Background: an optimization exercise with open tools, aiming at small area. Do not read the settings as production practice. Where RTL was checked, it was by simulation tests only, not by an equivalence proof against the original. The RTL of run 2 was laid out without a check of its function. Power figures rest on the tool's default switching activity, not on a simulated workload.

==> flow/design.v, too long to show whole: its modules and the start of the top module <==
// module ssc_prn_step: 15 lines
// module ssc_fa: 4 lines
// module ssc_ha: 4 lines
// module ssc_tx_chan: 1106 lines
module ssc_tx_chan
#(
    parameter logic [15:0] BASE   = 16'h0800,
    parameter int          SIN_AW = 13
) (
    input  logic        clk,
    input  logic        rst,
    input  logic [31:0] addr,
    input  logic [31:0] Wdata,
    input  logic        write,
    input  logic        read,
    output logic [31:0] Rdata,
    input  logic        tick,
    output logic [15:0] DAC,
    output logic        pushDAC,
    output logic        epoch
);
  // ...
==> flow/flow/run.sh <==
#!/bin/bash
set -euo pipefail
export REMOVE_ABC_BUFFERS=1
export RECOVER_POWER=100
export BUFFER_PORTS_ARGS="-buffer_cell sky130_fd_sc_hd__buf_1"
export CTS_ARGS="-sink_clustering_enable -repair_clock_nets -dont_use_dummy_load -buf_list {sky130_fd_sc_hd__clkbuf_8} -sink_clustering_size 16 -sink_clustering_max_diameter 60"
bash standard.sh > standard.log 2>&1
==> flow/standard.sh <==
#!/bin/bash
# synth_recipe.tcl (not shown) runs the flow's synth.tcl, then flattens the netlist and writes it again
# the make line also repeats each setting of config.mk as NAME=value (left out here)
make -C /OpenROAD-flow-scripts/flow DESIGN_CONFIG=/design/flow/config.mk WORK_HOME=/design/flow/orfs CLKGATE_MAP_FILE= SYNTH_SCRIPT=/design/flow/synth_recipe.tcl "${@:-finish}"
==> flow/config.mk <==
export PLATFORM = sky130hd
export DESIGN_NAME = ssc_tx_chan
export DESIGN_NICKNAME = ssc_tx_chan
export VERILOG_FILES = /design/flow/design.v
export SDC_FILE = /design/flow/constraint.sdc
export NUM_CORES = 4
export LEC_CHECK = 0
export ABC_AREA = 1
export CAP_MARGIN = 20
export CORE_MARGIN = 2
export CORE_UTILIZATION = 40
export GPL_TIMING_DRIVEN = 0
export SLEW_MARGIN = 20
export SYNTH_HIERARCHICAL = 1
==> flow/constraint.sdc <==
create_clock -name core_clock -period 9.0 [get_ports {clk}]
set_input_delay 1.8000 -clock core_clock [delete_from_list [all_inputs] [get_ports {clk}]]
set_output_delay 1.8000 -clock core_clock [all_outputs]
set_load 0.01 [all_outputs]
==> metrics.yaml, run 1 <==
ys.flop_type: "dfrtp_1"
dieArea_sq_um: 60100
synthDistinctLibCells: 52
cts_tree: "done"
rows: 88
synth_commonest_cells: "nand2_1 (454), inv_1 (269), dfrtp_1 (263)"
drv_cap: 7
ys_ff_latch: 293
post_dp_cell_area_sq_um: 24500
synth_seq_area_share: 0.309
clk_share: 0.0166
cp_max_fo: 4
p_seq_frac: 0.529
peakVddDrop_v: 0.0000825
synth-simple-area-share: 0.159
die_w_microns: 245
hold_slack_ns: 0.334
tap_cells: 765
design.seq.count: 293
final_max_slew_viol_count: 451
hold_depth: 0
async_reset_ff_frac: 0.898
combinationalPower_uw: 418
status: "complete, but fails checks"
p_seq_uw: 1320
finalPower_uw: 2500
largestClassByArea: "multi-input combinational cells"
met1_usage: 0.337
hold_class: "reg2reg"
failed_checks: "capacitance limit, slew limit"
==> run 2, diff against run 1 <==
--- a/flow/design.v
+++ b/flow/design.v
@@ -287,24 +287,32 @@
     assign prn_edge  = adv && chph_sum[31] && !chph_q[31];
     assign epoch_set = prn_edge && !wsel[5] && (prn_nxt == 14'h0001);
     logic [STATE_W-1:0] prn_mask;
     always_comb begin
         prn_mask = STATE_W'(1) << prn_q[HOB_MSB -: HOB_W];
         prn_bit  = |(prn_q[STATE_MSB:0] & prn_mask);
         prn_nxt  = ((prn_q[STATE_MSB:0] & ~prn_mask) << 1) ^ (prn_bit ? prn_q[POLY_MSB -: POLY_W] : '0);
     end
+    logic [32:0] sc;
+    logic        sc_unused;
+    assign sc[0] = adv;
+    assign sc[8] = adv && (&scnt_q[7:0]);
+    for (genvar k = 0; k < 32; k++) begin : g_scnt
+        if (k == 7) begin : g_brk
+            ssc_ha u_ha (.a(scnt_q[k]), .b(sc[k]), .s(scnt_inc[k]), .co(sc_unused));
+        end else begin : g_bit
+            ssc_ha u_ha (.a(scnt_q[k]), .b(sc[k]), .s(scnt_inc[k]), .co(sc[k+1]));
+        end
+    end
     always_comb begin
-        logic sa, ea;
-        sa = 1'b1;
+        logic ea;
         ea = 1'b1;
         for (int k = 0; k < 32; k++) begin
-            scnt_inc[k] = scnt_q[k] ^ (adv && sa);
             ecnt_inc[k] = ecnt_q[k] ^ (epoch_set && ea);
-            sa = sa & scnt_q[k];
             ea = ea & ecnt_q[k];
         end
     end
     always_ff @(posedge clk or posedge rst) begin
         if (rst) begin
             run_q     <= 1'b0;
             cadd_q    <= '0;
             cph_q     <= '0;
==> flow/flow/run.sh (replaced) <==
#!/bin/bash
set -euo pipefail
export REMOVE_ABC_BUFFERS=1
export BUFFER_PORTS_ARGS="-buffer_cell sky130_fd_sc_hd__buf_1"
export CTS_ARGS="-sink_clustering_enable -repair_clock_nets -dont_use_dummy_load -buf_list {sky130_fd_sc_hd__clkbuf_8} -sink_clustering_size 14 -sink_clustering_max_diameter 60"
bash standard.sh > standard.log 2>&1
==> metrics.yaml, run 2 <==
synth_top_area_frac: 0.283
final_max_slew_viol_count: 0  # -100%
port_buffers: 102
peakVddDrop_v: 0.000125  # +51%
clockBufferDepth: 3
first_iter_violations: 1746
grt_pass1_wl_mm: 114
required_ns: 9.47
holdPathEnd: "n2_q"
setup_violations: 0
post_cts_buffers: 0
track_usage: 0.246
finalPower_uw: 2990  # +20%
grt_pass1_vias: 19812
grt_max_degree: 101
relSlewSlack: 0.271
htreeDepth: 2
r2r-start: "cph_q[0]"
pre_cts_slack_ns: 0.366
clk_latency_ns: 0.65
nNetsFinal: 2973
setup.worst_path.start_class: "register"
die_w_microns: 245  # about the same
fin_crit_ns: 8.56
worst_slack_ns: 0.437
overflow: 0
r2r_slack_ns: 0.44
wl_mm: 73.2
yosysMostFrequentCell: "nand2_1"
path_clk_slew_ns: 0.09
fin_worst_skew_ns: 0.118
die-height_microns: 245
dieArea_sq_um: 60100  # about the same
cp_max_fo: 4  # unchanged
max_freq_mhz: 117
layout_common_cells: "nand2_1 (403), dfrtp_1 (263), inv_1 (246), fa_1 (233), nor2_1 (203)"
hold_viol: 0
drv_cap: 0  # -7
async_reset_ff_frac: 0.898  # unchanged
synth_seq_area_share: 0.309  # about the same
hold_depth: 0  # unchanged
vias: 19191
drc_errors: 0
diodes: 0
synthDistinctLibCells: 58  # +12%
initial_core_util: 0.404
cp-end-kind: "register"
ys.flop_type: "dfrtp_1"
ys_ff_latch: 293  # unchanged
avgSynthCellArea_sq_um: 9.11
path_class: "reg2reg"
core_area_sq_um: 57600
p_per_area_nw_per_um2: 120
cts_tree: "done"
cts-root-buf: "clkbuf_8"
r2r_cells: 32
status: "no timing/DRC/antenna violations"
r2r-end: "cph_q[30]"
period_share: 0.951
synth_commonest_cells: "nand2_1 (412), dfrtp_1 (263), inv_1 (251)"
synth.area.top_cells: "dfrtp_1 (28%), fa_1 (20%), nand2_1 (6.7%)"
gp_congestion: 0.886
synth_edf_count: 0
worst_pin_slew_ns: 1.09
rows: 88  # unchanged
cp-startpoint: "cph_q[0]"
numClockSinks: 293
cp_common_cell: "fa_1"
syn_area_sq_um: 23200
final_common_cell: "nand2_1"
grt_antenna_before_repair: 2
area_growth_pct: 7.33
cp_slowest_stage_delay_ns: 0.49
critPathSlowestCell: "fa_1"
hold_class: "reg2reg"
hpwl_mm: 52.4
cts_inserted_buffers: 34
firstDrtPassIters: 6
synth_area_leader_cell: "dfrtp_1"
ant_nets: 0
grt_setup_unrepaired: "false"
min-delay-start: "n1_q"
ys_warn_count: 7
avgViaCountPerCell: 5.75
worstPathArrival_ns: 9.03
layout-drive-gt1-share: 0.0548
synthCells: 2551
cellLeakagePower_uw: 0.0115
routedWlPerCell_microns: 21.9
pin_count: 119
## run 2: cell types whose count changed after synthesis, moves of 8 or more
cell / before / now
inv_1: 269 / 251
nand2_1: 454 / 412
nand3_1: 88 / 60
ha_1: 64 / 95
o2111ai_1: 26 / 8
xor2_1: 160 / 170
nand4_1: 31 / 23
a21oi_1: 20 / 32
o211ai_1: 25 / 35
## run 2: cell type report
class,count,area [sq um]
Sequential cell,293,7180
Timing Repair Buffer,117,684
Fill cell,5606,32600
Multi-Input combinational cell,1854,14600
Tap cell,765,957
Clock buffer,34,468
Inverter,275,1040
## run 2: critical path: cells and delay by family, from the launching register on
family,cells,cell delay (ns)
AOI/OAI and AO/OA,2,0.29
buffers and inverters,4,0.30
DFF,1,0.41
and+or+nand+nor,10,0.87
adders and majority gates,16,6.62
## run 2: stage by stage
| stage | hold WS, ns | TNS, ns | area (sq um) | util | std cells |
|---|---|---|---|---|---|
| floorplan | 0.310 | -10.57 | 22700 | - | 2422 |
| global placement | 0.312 | -920.94 | 24100 | 0.418 | 3289 |
| detailed placement | 0.320 | 0 | 24400 | 0.424 | 3302 |
| finish | 0.335 | 0 | 25000 | 0.433 | 3338 |
| global route | 0.339 | 0 | 25000 | 0.433 | 3338 |
| CTS | 0.335 | 0 | 24900 | 0.433 | 3336 |
## run 2: cell families (layout without fill, tap and decap cells)
logic type | count (synthesis) | in the layout | synth area share
xor+xnor | 195 | 195 | 0.0738
buf+inv | 404 | 426 | 0.0666
compound gates | 549 | 549 | 0.152
flops | 293 | 293 | 0.309
fa+ha+maj | 329 | 329 | 0.253
simple gates | 781 | 781 | 0.146
## run 2: metal layers
metal | wire [microns] | vias up | global-route usage | share of wire
met1 | 29900 | 9565 | 0.320 | 0.41
met4 | 2940 | 4 | 0.103 | 0.040
met3 | 5570 | 181 | 0.0475 | 0.076
met5 | 19 | - | 0 | 0.00026
li1 | - | 8612 | - | -
met2 | 34700 | 829 | 0.400 | 0.47
## run 2: how the worst max path moves through the flow
stage	depth (start not counted)	slack, ns	endpoint
6_report	32	0.44	cph_q[30]
2_1_floorplan	1	-0.04	amp_q[0]
4_1_cts	32	0.39	cph_q[30]
3_3_place_gp	2	-3.48	chf_q[9]
5_1_grt	29	0.006	dac_q[1]
3_5_place_dp	32	0.37	cph_q[30]
## run 2: power breakdown
| part | internal [uW] | leakage (uW) | switching, uW |
|---|---|---|---|
| registers | 1320 | 0.00355 | 5.23 |
| logic | 343 | 0.00768 | 505 |
| clock network | 337 | 0.000244 | 486 |
| total | 2000 | 0.0115 | 996 |
## run 2: timing repair
action / in CTS / in global routing
hold buffers: 0 / 0
endpoints found under the setup margin: 0 / 13
gates resized for setup: 0 / 2
## run 2: Yosys stat by module (local to each module, per instance)
| module | cell area [sq um] | cells |
|---|---|---|
| ssc_ha | 12.5 | 1 |
| ssc_tx_chan | 17500 | 2235 |
| ssc_fa | 20.0 | 1 |

port drivers added, routing unchanged:
How much do the figures lean on ideal ports? The routed layouts below were timed once more, with nothing changed but the port constraints. Step 1, drivers: a clkbuf_16 drives clk and a buf_2 each remaining input, both assumed. Step 2 times the ports against the registers' clock, not the clock port: input delays grow and output delays shrink by t, the midpoint of the rising clock arrivals with the driver on. Slacks: no drivers / after step 1 / after step 2; pairs: no drivers / after step 1.
run | t (ns) | setup WS [ns] | pins driven straight from the clock port
run 1 | 0.674 | 0.325 / 0.325 / 0.325 | 1
run 2 | 0.639 | 0.437 / 0.437 / 0.437 | 1
